This design comes from an exercise in tuning for small area on the open sky130 flow, not from production work. In this exercise RTL edits were held to simulation tests only and were not proved equivalent to the original. Power figures rest on the tool's default switching activity, not on a simulated workload.

Setup of before:
Design skinny_core, start of the top module:
module skinny_core (
   input  wire logic                     clk,
   input  wire logic                     rst,
   input  wire logic                     start,
   input  wire skinny_data_pkg::block_t   plaintext,
   input  wire skinny_data_pkg::tweakey_t tweakey,
   output logic                          busy,
   output logic                          done,
   output skinny_data_pkg::block_t        ciphertext
);
   logic round_end;
   logic idle;
   logic pol;
   logic last_round;
   logic s_hold, s_sbox, s_art, s_c0, s_c1, s_c2, s_tap4, s_tap8, s_tap12;
   logic k_hold, k_lfsr;
   logic [7:0] tk_x;
   skinny_data_pkg::rc_t rc;
   skinny_round_ctrl u_ctrl (
      .clk        (clk),
      .rst        (rst),
      .start      (start),
      .last_round (last_round),
      .busy       (busy),
      .idle       (idle),
      .pol        (pol),
      .done       (done),
      .round_end  (round_end),
      .s_hold     (s_hold),
      .s_sbox     (s_sbox),
      .s_art      (s_art),
      .s_c0       (s_c0),
      .s_c1       (s_c1),
      .s_c2       (s_c2),
      .s_tap4     (s_tap4),
      .s_tap8     (s_tap8),
      .s_tap12    (s_tap12),
      .k_hold     (k_hold),
      .k_lfsr     (k_lfsr)
   );
  ...
For scale: ~530 flip-flops, roughly 650 I/O pins, ~17,000 sq um of cells after synthesis.
clock: 4.5 ns
lec_check: 0
abc_area: 1
cap_margin: 20
core_margin: 2
core_utilization: 48
slew_margin: 20
standard.sh (not shown) runs the stock make flow with config.mk's settings and CLKGATE_MAP_FILE= SYNTH_SCRIPT=/design/flow/synth_recipe.tcl, a recipe that flattens the netlist after the stock synthesis.
==> flow/flow/run.sh <==
#!/bin/bash
# The standard layout, with the smallest buffer on each port instead of the
# one buffer_ports picks by default, and a clock tree built from fewer,
# smaller buffers without dummy loads.
set -euo pipefail
export BUFFER_PORTS_ARGS="-buffer_cell sky130_fd_sc_hd__buf_1"
export CTS_ARGS="-sink_clustering_enable -repair_clock_nets -dont_use_dummy_load -buf_list sky130_fd_sc_hd__clkbuf_4 -sink_clustering_size 10 -sink_clustering_max_diameter 50"
bash standard.sh > standard.log 2>&1
before | stages: all done | timing, DRC, antenna: all pass
#### Input delta (after over before)
==> flow/flow/run.sh <==
#!/bin/bash
# The standard layout (standard.sh), with three changes:
#  - synthesis maps the logic with an area-oriented ABC script (flow/area.abc,
#    through flow/synth.tcl); registers are as in the standard synthesis;
#  - the smallest buffer on each port instead of the one buffer_ports picks;
#  - a clock tree of small buffers without dummy loads.
set -euo pipefail
here=$(pwd)
export FLOW_ABC_SCRIPT="$here/flow/area.abc"
export BUFFER_PORTS_ARGS="-buffer_cell sky130_fd_sc_hd__buf_1"
export CTS_ARGS="-sink_clustering_enable -repair_clock_nets -dont_use_dummy_load -buf_list sky130_fd_sc_hd__clkbuf_4 -sink_clustering_size 10 -sink_clustering_max_diameter 50"
bash standard.sh SYNTH_SCRIPT="$here/flow/synth.tcl" finish > standard.log 2>&1
==> flow/flow/area.abc (new file) <==
strash
dch -f
&get -n
&dch -f
&nf -R 1000 -p
&put
strash
&get -n
&dch -f
&nf -R 1000 -p
&put
topo
==> flow/flow/synth.tcl (new file) <==
# The standard flow's synthesis script (synth_recipe.tcl), with ORFS's ABC step run on
# an area-oriented ABC script of our own (flow/area.abc). Everything else,
# the registers included, is as in the standard synthesis.
proc synth {args} { yosys synth -nofsm -noshare {*}$args }
proc abc {args} {
  set i [lsearch -exact $args -script]
  if {$i >= 0} { lset args [expr {$i + 1}] $::env(FLOW_ABC_SCRIPT) }
  yosys abc {*}$args
}
source $::env(SCRIPTS_DIR)/synth.tcl
# left out here: clear keep_hierarchy, flatten, clean up, hide names made inside functions, write 1_2_yosys.v
diff --git a/flow/config.mk b/flow/config.mk
--- a/flow/config.mk
+++ b/flow/config.mk
@@ -9,4 +9,4 @@
 export CAP_MARGIN = 20
 export CORE_MARGIN = 2
-export CORE_UTILIZATION = 48
+export CORE_UTILIZATION = 45
 export SLEW_MARGIN = 20
==> summary.txt <==
before → after: leakage component of the power went down; proportion of cell area occupied by registers increased 1.5 points; total power dropped about 4%; synthesized cell count has decreased.

* * *

lane 1:
skinny_core, a different RTL version from the one above (not shown whole).
For scale: ~1300 cells after synthesis, roughly 650 I/O pins, roughly 15000 um^2 of cells after synthesis.
==> flow/config.mk <==
export PLATFORM = sky130hd
export DESIGN_NAME = skinny_core
export DESIGN_NICKNAME = skinny_core
export VERILOG_FILES = /design/flow/design.v
export SDC_FILE = /design/flow/constraint.sdc
export NUM_CORES = 4
export LEC_CHECK = 0
export ABC_AREA = 1
export CAP_MARGIN = 5
export CORE_MARGIN = 2
export CORE_UTILIZATION = 45
export PLACE_DENSITY = 0.65
export SLEW_MARGIN = 5
==> flow/constraint.sdc <==
create_clock -name core_clock -period 4.5 [get_ports {clk}]
set_input_delay 0.9000 -clock core_clock [delete_from_list [all_inputs] [get_ports {clk}]]
set_output_delay 0.9000 -clock core_clock [all_outputs]
set_load 0.01 [all_outputs]
==> flow/flow/run.sh <==
#!/bin/bash
# The standard layout (standard.sh), with three changes:
#  - synthesis maps the logic with an area-oriented ABC script (flow/area.abc,
#    through flow/synth.tcl); registers are as in the standard synthesis;
#  - the smallest buffer on each port instead of the one buffer_ports picks;
#  - a clock tree of small buffers without dummy loads.
set -euo pipefail
here=$(pwd)
export FLOW_ABC_SCRIPT="$here/flow/area.abc"
export BUFFER_PORTS_ARGS="-buffer_cell sky130_fd_sc_hd__buf_1"
export CTS_ARGS="-sink_clustering_enable -repair_clock_nets -dont_use_dummy_load -buf_list sky130_fd_sc_hd__clkbuf_4 -sink_clustering_size 10 -sink_clustering_max_diameter 50"
bash standard.sh SYNTH_SCRIPT="$here/flow/synth.tcl" finish > standard.log 2>&1
==> flow/flow/area.abc <==
strash
dch -f
&get -n
&dch -f
&nf -R 1000 -p
&put
strash
&get -n
&dch -f
&nf -R 1000 -p
&put
topo
==> flow/flow/synth.tcl <==
# The standard flow's synthesis script (synth_recipe.tcl), with ORFS's ABC step run on
# an area-oriented ABC script of our own (flow/area.abc). Everything else,
# the registers included, is as in the standard synthesis.
proc synth {args} { yosys synth -nofsm -noshare {*}$args }
proc abc {args} {
  set i [lsearch -exact $args -script]
  if {$i >= 0} { lset args [expr {$i + 1}] $::env(FLOW_ABC_SCRIPT) }
  yosys abc {*}$args
}
source $::env(SCRIPTS_DIR)/synth.tcl
# left out here: clear keep_hierarchy, flatten, clean up, hide names made inside functions, write 1_2_yosys.v
Lane 1 | status: complete | timing, DRC, antenna: pass
## Diff of input files: lane 2 against lane 1
- PLACE_DENSITY: 0.65 -> 0.75
- CAP_MARGIN: 5 -> 20
- SLEW_MARGIN: 5 -> 20
Notes after the runs:
Overall routed net length shrinks slightly when moving from lane 1 to lane 2. Comparing lane 2 and lane 1, the higher number of detailed-route iterations in the first pass is on lane 2. Lane 2 and lane 1 ended up with nearly the same cell area after layout. Total power after layout: lane 1 vs lane 2, no meaningful difference. Share of the cycle needed by the critical path after routing in lane 2 vs lane 1: up 0.82 points. Lane 2 and lane 1 ended up with roughly the same final core utilization.
The following lists how lane 3 was set up differently from lane 2:
- PLACE_DENSITY no longer set, was 0.75
[summary]
Compared to lane 2, lane 3 has data arrival time of the critical path 0.05 ns higher. Lane 3 and lane 2 ended up with roughly the same number of nets in the layout. Delta (lane 3 minus lane 2): design area neither gained nor lost much; initial antenna violation count fell by 3; final wirelength went up; final instance count without filler cells was more or less identical. Diff lane 2 -> lane 3: number of filler cells placed in the layout moved up, shortest period the worst path allows grew by 0.060 ns.
--- input diff lane 3..lane 4 ---
- swapping 20 for 5 in SLEW_MARGIN
- swapping 20 for 5 in CAP_MARGIN
==> summary.txt <==
Lane 4 ended with every stage complete and zero timing, DRC or antenna violations. Compared lane 4 vs lane 3, and number of search-and-repair iterations in the first detailed-routing pass is down in lane 4. In terms of clock latency at the later pin of the worst-skew pair, lane 4 and lane 3 differ only marginally. The sequential share of layout area was comparable across lane 4 and lane 3. Taking lane 3 as the reference, in lane 4 count of buffers not belonging to the clock network in the layout about even; combinational power about even. Diff lane 3 -> lane 4: layout overhead on the synthesized area shrank by 0.19 points, cell area after layout held steady, detailed-route wire length held steady, share of the cycle needed by the critical path after routing held steady, setup slack shrank by 0.0044 ns.
Inputs modified between lane 4 and lane 5:
- GPL_TIMING_DRIVEN now 0, previously not set
--- outcome ---
Lane 5 against lane 4: signed area change from the synthesized netlist to the final layout went up by 1.7 points; portion of the clock cycle consumed by the worst path in the final layout went up by 0.62 points; multi-input gate share of total cell area went down by 0.33 points; number of nets in the finished design went up by 9; maximum frequency from static timing analysis went down by 0.66%. When the final numbers for lane 5 and lane 4 were put side by side, the non-clock buffer count turned out to be smaller in lane 4. Summary of the comparison: leakage power of the design is higher in lane 5, relative to lane 4.

* * *

Setup of job 9326:
skinny_core, a different RTL version from the one above (not shown whole).
Size in the first run: roughly 1600 cells after synthesis.
Design skinny_core, start of the top module:
module skinny_core (
   input  wire logic                     clk,
   input  wire logic                     rst,
   input  wire logic                     start,
   input  wire skinny_data_pkg::block_t   plaintext,
   input  wire skinny_data_pkg::tweakey_t tweakey,
   output logic                          busy,
   output logic                          done,
   output skinny_data_pkg::block_t        ciphertext
);
   logic round_end;
   logic idle;
   logic pol;
   logic last_round;
   logic s_hold, s_sbox, s_art, s_c0, s_c1, s_c2, s_tap4, s_tap8, s_tap12;
   logic k_hold, k_lfsr;
   logic [7:0] tk_x;
   skinny_data_pkg::rc_t rc;
   skinny_round_ctrl u_ctrl (
      .clk        (clk),
      .rst        (rst),
      .start      (start),
      .last_round (last_round),
      .busy       (busy),
      .idle       (idle),
      .pol        (pol),
      .done       (done),
      .round_end  (round_end),
      .s_hold     (s_hold),
      .s_sbox     (s_sbox),
      .s_art      (s_art),
      .s_c0       (s_c0),
      .s_c1       (s_c1),
      .s_c2       (s_c2),
      .s_tap4     (s_tap4),
      .s_tap8     (s_tap8),
      .s_tap12    (s_tap12),
      .k_hold     (k_hold),
      .k_lfsr     (k_lfsr)
   );
   skinny_round_counter u_counter (
      .clk        (clk),
      .busy       (busy),
      .round_end  (round_end),
      .rc         (rc),
      .last_round (last_round)
   );
   skinny_tweakey_schedule u_schedule (
      .clk     (clk),
      .busy    (busy),
      .idle    (idle),
      .hold    (k_hold),
      .pol     (pol),
      .lfsr    (k_lfsr),
      .tweakey (tweakey),
      .head_x  (tk_x)
   );
   skinny_round_datapath u_datapath (
      .clk        (clk),
      .busy       (busy),
      .idle       (idle),
      .pol        (pol),
      .hold       (s_hold),
      .sbox_en    (s_sbox),
      .art        (s_art),
      .c0         (s_c0),
      .c1         (s_c1),
      .c2         (s_c2),
      .tap4       (s_tap4),
      .tap8       (s_tap8),
      .tap12      (s_tap12),
      .rc         (rc),
      .tk_x       (tk_x),
      .plaintext  (plaintext),
  ...
clock: 4.5 ns
lec_check: 0
cap_margin: 20
core_margin: 2
core_utilization: 60
slew_margin: 20
==> flow/flow/run.sh <==
#!/bin/bash
# The standard layout, with the smallest buffer on each port instead of the
# one buffer_ports picks by default, and a clock tree built from fewer,
# smaller buffers without dummy loads.
set -euo pipefail
export BUFFER_PORTS_ARGS="-buffer_cell sky130_fd_sc_hd__buf_1"
export CTS_ARGS="-sink_clustering_enable -repair_clock_nets -dont_use_dummy_load -buf_list sky130_fd_sc_hd__clkbuf_4 -sink_clustering_size 10 -sink_clustering_max_diameter 50"
bash standard.sh > standard.log 2>&1
Job 9326 terminated abnormally: I/O pin placement (3_2_place_iop) reported PPL-0024.
Edits applied to the flow inputs when going from job 9326 to job 886:
- CORE_UTILIZATION: 60 -> 40
==> flow/flow/run.sh <==
#!/bin/bash
# The standard layout, with the smallest buffer on each port instead of the
# one buffer_ports picks by default.
set -euo pipefail
export BUFFER_PORTS_ARGS="-buffer_cell sky130_fd_sc_hd__buf_1"
bash standard.sh > standard.log 2>&1
--- outcome ---
Job 9326 -> job 886: multiplexer fraction of the synthesized cell area flat. Comparing job 9326 against job 886, there is no change at all in per-instance average area after synthesis. Reported for job 9326 and job 886, netlist area before placement turned out identical to the last digit. Status for job 9326 and job 886: clean finish in job 886 only. Reported for job 9326 and job 886, register bit count reported by yosys turned out identical to the last digit. Job 886 against job 9326: synthesized netlist net count flat, cell row count up about 23%, share of async-settable or async-resettable flops after synthesis flat, effective utilization at floorplan down 20 points. Going from job 9326 to job 886, overall die height climbed 39 um, number of instances in the synthesized netlist barely changed, horizontal die dimension climbed 22%.
The inputs of job 603 differ from those of job 886 as listed below.
- changing CORE_UTILIZATION from 40 to 55
- setting CTS_BUF_LIST to sky130_fd_sc_hd__clkbuf_4 sky130_fd_sc_hd__clkbuf_2 for the first time
==> summary.txt <==
Job 603 vs job 886, worst min-delay path class: in2reg vs reg2reg. Job 603 did not stop at any stage, and its layout met the timing, DRC and antenna checks. Job 603 against job 886: core utilization picked up an extra 18 points; fraction of met1 tracks used by global routing picked up an extra 7.1 points; top achievable clock speed lost about 3.8%; flip-flop and latch count after synthesis neither gained nor lost much; power per unit of standard cell area lost 3.5%.
--- input diff job 603..job 7647 ---
- removing CTS_BUF_LIST (formerly sky130_fd_sc_hd__clkbuf_4 sky130_fd_sc_hd__clkbuf_2)
==> flow/flow/run.sh <==
#!/bin/bash
# The standard layout, with the smallest buffer on each port instead of the
# one buffer_ports picks by default, and a clock tree built from fewer,
# smaller buffers without dummy loads.
set -euo pipefail
export BUFFER_PORTS_ARGS="-buffer_cell sky130_fd_sc_hd__buf_1"
export CTS_ARGS="-sink_clustering_enable -repair_clock_nets -dont_use_dummy_load -buf_list sky130_fd_sc_hd__clkbuf_8 -sink_clustering_size 16 -sink_clustering_max_diameter 60"
bash standard.sh > standard.log 2>&1
## What came out
- | final cycle utilization of the critical path | lower: job 603 |
- [compare] base=job 603 new=job 7647: global-route usage fell 1.2 points; first-pass GRT wire length fell 2.8%; total combinational power about even; global routing met1 resource utilization rose 1.2 points.
- Compared with job 603, in job 7647 detailed-route wire length per cell increased 1.1 um; number of top-level pins essentially unchanged; post-layout minimum cycle time increased 0.056 ns; worst slew slack as a fraction of its limit decreased 1.0 points.
- Job 603 vs job 7647, worst-path cell with the longest stage delay: a311o_2 vs dfxtp_1
- On wire length on met2: job 7647 sits below job 603.

* * *

Another version of the RTL of skinny_core (not shown whole).
For scale: about 1600 cells after synthesis, roughly 530 flip-flops, roughly 650 I/O pins.
Design skinny_core, start of the top module:
module skinny_core (
   input  wire logic                     clk,
   input  wire logic                     rst,
   input  wire logic                     start,
   input  wire skinny_data_pkg::block_t   plaintext,
   input  wire skinny_data_pkg::tweakey_t tweakey,
   output logic                          busy,
   output logic                          done,
   output skinny_data_pkg::block_t        ciphertext
);
Settings: LEC_CHECK=0, CAP_MARGIN=20, CORE_MARGIN=2, CORE_UTILIZATION=55, SLEW_MARGIN=20; clock period 4.5 ns.
==> flow/flow/run.sh <==
#!/bin/bash
# The standard layout, with the smallest buffer on each port instead of the
# one buffer_ports picks by default, and a clock tree built from fewer,
# smaller buffers without dummy loads.
set -euo pipefail
export BUFFER_PORTS_ARGS="-buffer_cell sky130_fd_sc_hd__buf_1"
export CTS_ARGS="-sink_clustering_enable -repair_clock_nets -dont_use_dummy_load -buf_list sky130_fd_sc_hd__clkbuf_8 -sink_clustering_size 18 -sink_clustering_max_diameter 70"
bash standard.sh > standard.log 2>&1
The baseline finished with timing, DRC and antenna clean.
Rerun with:
==> flow/flow/run.sh (replaced) <==
#!/bin/bash
# The standard layout, with the smallest buffer on each port instead of the
# one buffer_ports picks by default, and a clock tree built from fewer,
# smaller buffers without dummy loads.
set -euo pipefail
export BUFFER_PORTS_ARGS="-buffer_cell sky130_fd_sc_hd__buf_1"
export CTS_ARGS="-sink_clustering_enable -repair_clock_nets -dont_use_dummy_load -buf_list sky130_fd_sc_hd__clkbuf_8 -sink_clustering_size 16 -sink_clustering_max_diameter 60"
bash standard.sh > standard.log 2>&1
Effect: The new run completed with no timing, DRC or antenna violations. Wire length hardly moves. Cell area grows by 0.34%. Fmax shrinks by 1.4%. Worst setup slack gets worse by 0.054 ns. Core utilization grows by 0.22 points. Power grows by 1.2%. Flip-flop and latch count is unchanged. Sequential power is about the same. Die area stays the same.

-- what the ideal ports hide --
In the flow no input, the clock included, has a driving cell. The finished layouts below were timed again as built, in two steps. Step 1 assumes that a clkbuf_16 drives the clock port and a buf_2 every other input. Step 2 times the ports against the registers' clock, not the clock port: input delays grow and output delays shrink by t, the midpoint of the rising clock arrivals with the driver on. Three values: no drivers, after step 1, after step 2; two values: the first two.
run | shift t [ns] | slack for setup (ns) | hold slack, ns | worst slew at a driven data input, ns
before | 0.848 | 0.842 / 0.842 / 0.842 | 0.215 / 0.189 / 0.372 | 0.15
after | 0.830 | 0.419 / 0.419 / 0.419 | 0.248 / 0.227 / 0.386 | 0.24
lane 1 | 0.781 | 0.431 / 0.431 / 0.431 | 0.277 / 0.264 / 0.367 | 0.26
lane 2 | 0.839 | 0.394 / 0.394 / 0.394 | 0.214 / 0.192 / 0.376 | 0.18
lane 3 | 0.831 | 0.334 / 0.334 / 0.334 | 0.232 / 0.217 / 0.363 | 0.16
lane 4 | 0.837 | 0.329 / 0.329 / 0.329 | 0.228 / 0.211 / 0.366 | 0.16
lane 5 | 0.800 | 0.301 / 0.301 / 0.301 | 0.258 / 0.238 / 0.374 | 0.17
job 886 | 0.654 | 1.313 / 1.313 / 1.313 | 0.411 / 0.411 / 0.411 | 0.15
job 603 | 0.869 | 1.189 / 1.189 / 1.189 | 0.225 / 0.200 / 0.402 | 0.19
job 7647 | 0.622 | 1.133 / 1.133 / 1.133 | 0.348 / 0.348 / 0.348 | 0.18
the first run of note 4 | 0.599 | 0.637 / 0.637 / 0.637 | 0.409 / 0.409 / 0.409 | 0.15
the second run of note 4 | 0.610 | 0.583 / 0.583 / 0.583 | 0.371 / 0.371 / 0.371 | 0.16
After both steps every run listed still meets setup and hold.
